Context: an optimization exercise on an open-source flow, tuned for small area, a short achievable clock period and few clock cycles per item. The choices shown serve that exercise and are no tape-out recipe. Function was checked by simulation only, so behaviour that the tests miss may differ from the original. Power and IR drop assume default switching activity.

==> flow/design.v (excerpt) <==
module luma_block_mean_mosaic (
  input  logic                           clk,
  input  logic                           rst_n,
  input  logic                           in_valid,
  output logic                           in_ready,
  input  logic [lbmm_pkg::PIX_W-1:0]     in_pixel,
  input  logic                           in_frame_start,
  output logic                           out_valid,
  input  logic                           out_ready,
  output logic [lbmm_pkg::COORD_W-1:0]   out_block_column,
  output logic [lbmm_pkg::COORD_W-1:0]   out_block_row,
  output logic [lbmm_pkg::MEAN_W-1:0]    out_mean_luma,
  output logic                           out_frame_last,
  input  logic                           cfg_valid,
  output logic                           cfg_ready,
  input  logic [lbmm_pkg::CFG_IDX_W-1:0] cfg_index,
  input  logic [lbmm_pkg::CFG_W-1:0]     cfg_data
);
  logic       consume, cfg_busy, a_valid, a_first;
  logic [7:0] a_pixel;
  lbmm_ctrl u_ctrl (
    .clk            (clk),
    .rst_n          (rst_n),
    .hold           (cfg_busy),
    .in_valid       (in_valid),
    .in_ready       (in_ready),
    .cfg_ready      (cfg_ready),
    .in_pixel       (in_pixel),
    .in_frame_start (in_frame_start),
    .consume        (consume),
    .a_valid        (a_valid),
    .a_pixel        (a_pixel),
    .a_first        (a_first)
  );
  lbmm_dp u_dp (
    .clk              (clk),
    .rst_n            (rst_n),
    .cfg_valid        (cfg_valid & cfg_ready),
    .cfg_index        (cfg_index),
  ...
Size in the first run: roughly 3600 cells after synthesis, roughly 58 I/O pins.
Settings: LEC_CHECK=0, CAP_MARGIN=20, CORE_MARGIN=2, CORE_UTILIZATION=70, CTS_CLUSTER_DIAMETER=80, CTS_CLUSTER_SIZE=30, PLACE_DENSITY=0.8, SLEW_MARGIN=20, SYNTH_MEMORY_MAX_BITS=4096; clock period 12.0 ns.
standard.sh (not shown) runs the stock make flow with config.mk's settings and CLKGATE_MAP_FILE= SYNTH_SCRIPT=/design/flow/synth_recipe.tcl, a recipe that flattens the netlist after the stock synthesis.
==> flow/flow/run.sh <==
#!/bin/bash
# Standard ORFS layout, with repair_timing asked for extra setup margin so
# that it keeps improving paths well below the design's clock period.
set -euo pipefail
bash standard.sh SETUP_SLACK_MARGIN=8.6 finish > standard_flow.log 2>&1
The baseline completed with no timing, DRC or antenna violations.
Testbench counts at the start, summed over its fixed seeds: cycles 130,123, pixels 130,066.
Then changed:
==> flow/flow/run.sh (replaced) <==
#!/bin/bash
# Standard ORFS layout, with repair_timing asked for extra setup margin so
# that it keeps improving paths well below the design's clock period.
set -euo pipefail
bash standard.sh SETUP_SLACK_MARGIN=8.45 finish > standard_flow.log 2>&1
CORE_UTILIZATION = 80   (was 70)
CTS_CLUSTER_DIAMETER = 100   (was 80)
CTS_CLUSTER_SIZE = 25   (was 30)
PLACE_DENSITY = 0.9   (was 0.8)
This time the run never finished: it broke off in clock tree synthesis with DPL-0033.
Synthesized area does not change.
Synthesized cell count does not change.
Then changed:
==> flow/flow/run.sh (replaced) <==
#!/bin/bash
# Standard ORFS layout, with repair_timing asked for extra setup margin so
# that it keeps improving paths well below the design's clock period.
set -euo pipefail
bash standard.sh SETUP_SLACK_MARGIN=8.6 finish > standard_flow.log 2>&1
CORE_UTILIZATION = 55   (was 80)
CTS_CLUSTER_DIAMETER = 80   (was 100)
CTS_CLUSTER_SIZE = 30   (was 25)
PLACE_DENSITY = 0.65   (was 0.9)
Now the flow went through all stages and came out clean.
Area after synthesis stays the same.
Synthesized cell count is unchanged.

========
## build 93
Another version of the RTL of luma_block_mean_mosaic (not shown whole).
Size: roughly 3700 cells after synthesis, roughly 2300 flip-flops, about 58 I/O pins, ~56000 µm² of cells after synthesis.
Design luma_block_mean_mosaic, start of the top module:
module luma_block_mean_mosaic (
  input  logic                           clk,
  input  logic                           rst_n,
  input  logic                           in_valid,
  output logic                           in_ready,
  input  logic [lbmm_pkg::PIX_W-1:0]     in_pixel,
  input  logic                           in_frame_start,
  output logic                           out_valid,
  input  logic                           out_ready,
  output logic [lbmm_pkg::COORD_W-1:0]   out_block_column,
  output logic [lbmm_pkg::COORD_W-1:0]   out_block_row,
  output logic [lbmm_pkg::MEAN_W-1:0]    out_mean_luma,
  output logic                           out_frame_last,
  input  logic                           cfg_valid,
  output logic                           cfg_ready,
  input  logic [lbmm_pkg::CFG_IDX_W-1:0] cfg_index,
  input  logic [lbmm_pkg::CFG_W-1:0]     cfg_data
);
==> flow/config.mk <==
export PLATFORM = sky130hd
export DESIGN_NAME = luma_block_mean_mosaic
export DESIGN_NICKNAME = luma_block_mean_mosaic
export VERILOG_FILES = /design/flow/design.v
export SDC_FILE = /design/flow/constraint.sdc
export NUM_CORES = 4
export LEC_CHECK = 0
export CAP_MARGIN = 20
export CORE_MARGIN = 2
export CORE_UTILIZATION = 55
export CTS_CLUSTER_DIAMETER = 100
export CTS_CLUSTER_SIZE = 25
export PLACE_DENSITY = 0.65
export SLEW_MARGIN = 20
export SYNTH_MEMORY_MAX_BITS = 4096
==> flow/constraint.sdc <==
create_clock -name core_clock -period 12.0 [get_ports {clk}]
set_input_delay 2.4000 -clock core_clock [delete_from_list [all_inputs] [get_ports {clk}]]
set_output_delay 2.4000 -clock core_clock [all_outputs]
set_load 0.01 [all_outputs]
==> flow/flow/run.sh <==
#!/bin/bash
# Standard ORFS layout, with repair_timing asked for extra setup margin so
# that it keeps improving paths well below the design's clock period.
set -euo pipefail
bash standard.sh SETUP_SLACK_MARGIN=8.6 finish > standard_flow.log 2>&1
Testbench counts of build 93, summed over its fixed seeds: cycles 130,123, pixels 130,066.
What build 50 does differently from build 93 at the input level:
Settings: changing PLACE_DENSITY from 0.65 to 0.8; changing CORE_UTILIZATION from 55 to 70.
Notes after the runs:
In terms of total number of sequential cells, build 93 and build 50 differ only marginally.
Run comparison: build 50 most utilized layer in the global route result met2; build 93 most utilized layer in the global route result met1
Row total of clock buffers placed in the layout: build 50 lower / build 93 higher
Taking build 93 as the reference, in build 50 final area fell 470 µm²; post-route clock period utilization fell 0.19 points; final HPWL from detailed placement rose about 8%; power rose 0.71%; routed wire length rose 11000 µm.
Build 50 against build 93: clock period minus worst slack dropped 0.023 ns; count of routing violations after the opening detailed-route iteration climbed 372; non-clock buffer instance count of the final layout dropped 8.3%.
Relative to build 50, the following input files were edited for build 79:
Settings: changing CTS_CLUSTER_DIAMETER from 100 to 80; changing PLACE_DENSITY from 0.8 to 0.65; changing CTS_CLUSTER_SIZE from 25 to 30; changing CORE_UTILIZATION from 70 to 55.
## What came out
On final area, build 50 and build 79 are neck and neck. Looking at initial core utilization across build 50 and build 79, the one that comes out higher is build 50. Proportion of layout cells with a drive suffix above 1 essentially unchanged between build 79 and build 50. Taking build 50 as the reference point, the switching portion of total power of build 79 falls by 0.36 points.
The following lists how build 2 was set up differently from build 79:
Settings: CORE_UTILIZATION now 35, was 55; CTS_CLUSTER_SIZE now 25, was 30; CTS_CLUSTER_DIAMETER now 100, was 80; PLACE_DENSITY now 0.5, was 0.65.
==> run summary <==
- [build 2] minimum setup slack in the final design fell 0.061 ns relative to build 79
- As of build 2, final-layout clock buffer total had risen by more than 10% compared to build 79.
- Build 2 — number of well taps 718 higher, build 79 as reference
- Compared with build 79, build 2 shows a number of buffers outside the clock class in the layout that is 5 lower.
- The higher portion of total power attributed to the clock network of build 2 and build 79 is in build 2.
- Delta (build 2 minus build 79): total routed wirelength increased 4500 µm, power after layout increased about 2.6%, fraction of final layout cells sized beyond drive strength 1 increased 0.54 points, register-to-register slack essentially unchanged, fraction of area in multi-input gates decreased 0.23 points.

========
luma_block_mean_mosaic with an RTL version that a note above also has.
Size in the first run: about 3600 cells after synthesis, ~56000 sq um of cells after synthesis.
## luma_block_mean_mosaic
module luma_block_mean_mosaic (
  input  logic                           clk,
  input  logic                           rst_n,
  input  logic                           in_valid,
  output logic                           in_ready,
  input  logic [lbmm_pkg::PIX_W-1:0]     in_pixel,
  input  logic                           in_frame_start,
  output logic                           out_valid,
  input  logic                           out_ready,
  output logic [lbmm_pkg::COORD_W-1:0]   out_block_column,
  output logic [lbmm_pkg::COORD_W-1:0]   out_block_row,
  output logic [lbmm_pkg::MEAN_W-1:0]    out_mean_luma,
  output logic                           out_frame_last,
  input  logic                           cfg_valid,
  output logic                           cfg_ready,
  input  logic [lbmm_pkg::CFG_IDX_W-1:0] cfg_index,
  input  logic [lbmm_pkg::CFG_W-1:0]     cfg_data
);
clock: 12.0 ns
lec_check: 0
cap_margin: 20
core_margin: 2
core_utilization: 70
cts_cluster_diameter: 100
cts_cluster_size: 25
place_density: 0.8
slew_margin: 20
synth_memory_max_bits: 4096
==> flow/flow/run.sh <==
#!/bin/bash
# Standard ORFS layout, with repair_timing asked for extra setup margin so
# that it keeps improving paths well below the design's clock period.
set -euo pipefail
bash standard.sh SETUP_SLACK_MARGIN=8.45 finish > standard_flow.log 2>&1
Testbench counts at the start, summed over its fixed seeds: cycles 130,123, pixels 130,066.
Then changed:
--- a/flow/flow/run.sh
+++ b/flow/flow/run.sh
@@ -4,2 +4,2 @@
 set -euo pipefail
-bash standard.sh SETUP_SLACK_MARGIN=8.45 finish > standard_flow.log 2>&1
+bash standard.sh SETUP_SLACK_MARGIN=8.6 finish > standard_flow.log 2>&1
After rerunning: The new run completed without violations; area after synthesis stays the same; final area barely changes; wire length came out higher slightly; core utilization came out higher by 0.17 points.

afterwards: timing with drivers on the ports:
How much do the figures lean on ideal ports? The routed layouts below were timed once more, with nothing changed but the port constraints. Step 1 (the two cells are an assumption about what drives the block):
set clk [get_ports {clk}]
set_driving_cell -lib_cell sky130_fd_sc_hd__clkbuf_16 $clk
set_driving_cell -lib_cell sky130_fd_sc_hd__buf_2 [delete_from_list [all_inputs] $clk]
Step 2, shift: input delay + t, output delay - t, t = (earliest + latest rising clock arrival at the registers) / 2. This alone moves slack from input paths to output paths. Three values: ideal, step 1, step 2; two values: the first two.
run | shift t [ns] | setup slack, ns | worst setup path at the end
the first run of note 1 | 0.734 | 8.436 / 8.370 / 8.061 | input to register
the third run of note 1 | 0.750 | 8.412 / 8.347 / 7.997 | input to register
build 93 | 0.758 | 8.392 / 8.325 / 8.149 | input to register
build 50 | 0.742 | 8.415 / 8.348 / 8.290 | input to register
build 79 | 0.746 | 8.412 / 8.345 / 8.125 | input to register
build 2 | 0.792 | 8.351 / 8.276 / 8.192 | input to register
the first run of note 3 | 0.744 | 8.438 / 8.371 / 8.059 | input to register
the second run of note 3 | 0.750 | 8.438 / 8.368 / 8.054 | input to register
After both steps setup and hold are still met in every run listed. For the third run of note 1, which loses most, drivers alone change the setup slack by -0.065 ns; drivers and shift together by -0.415 ns.
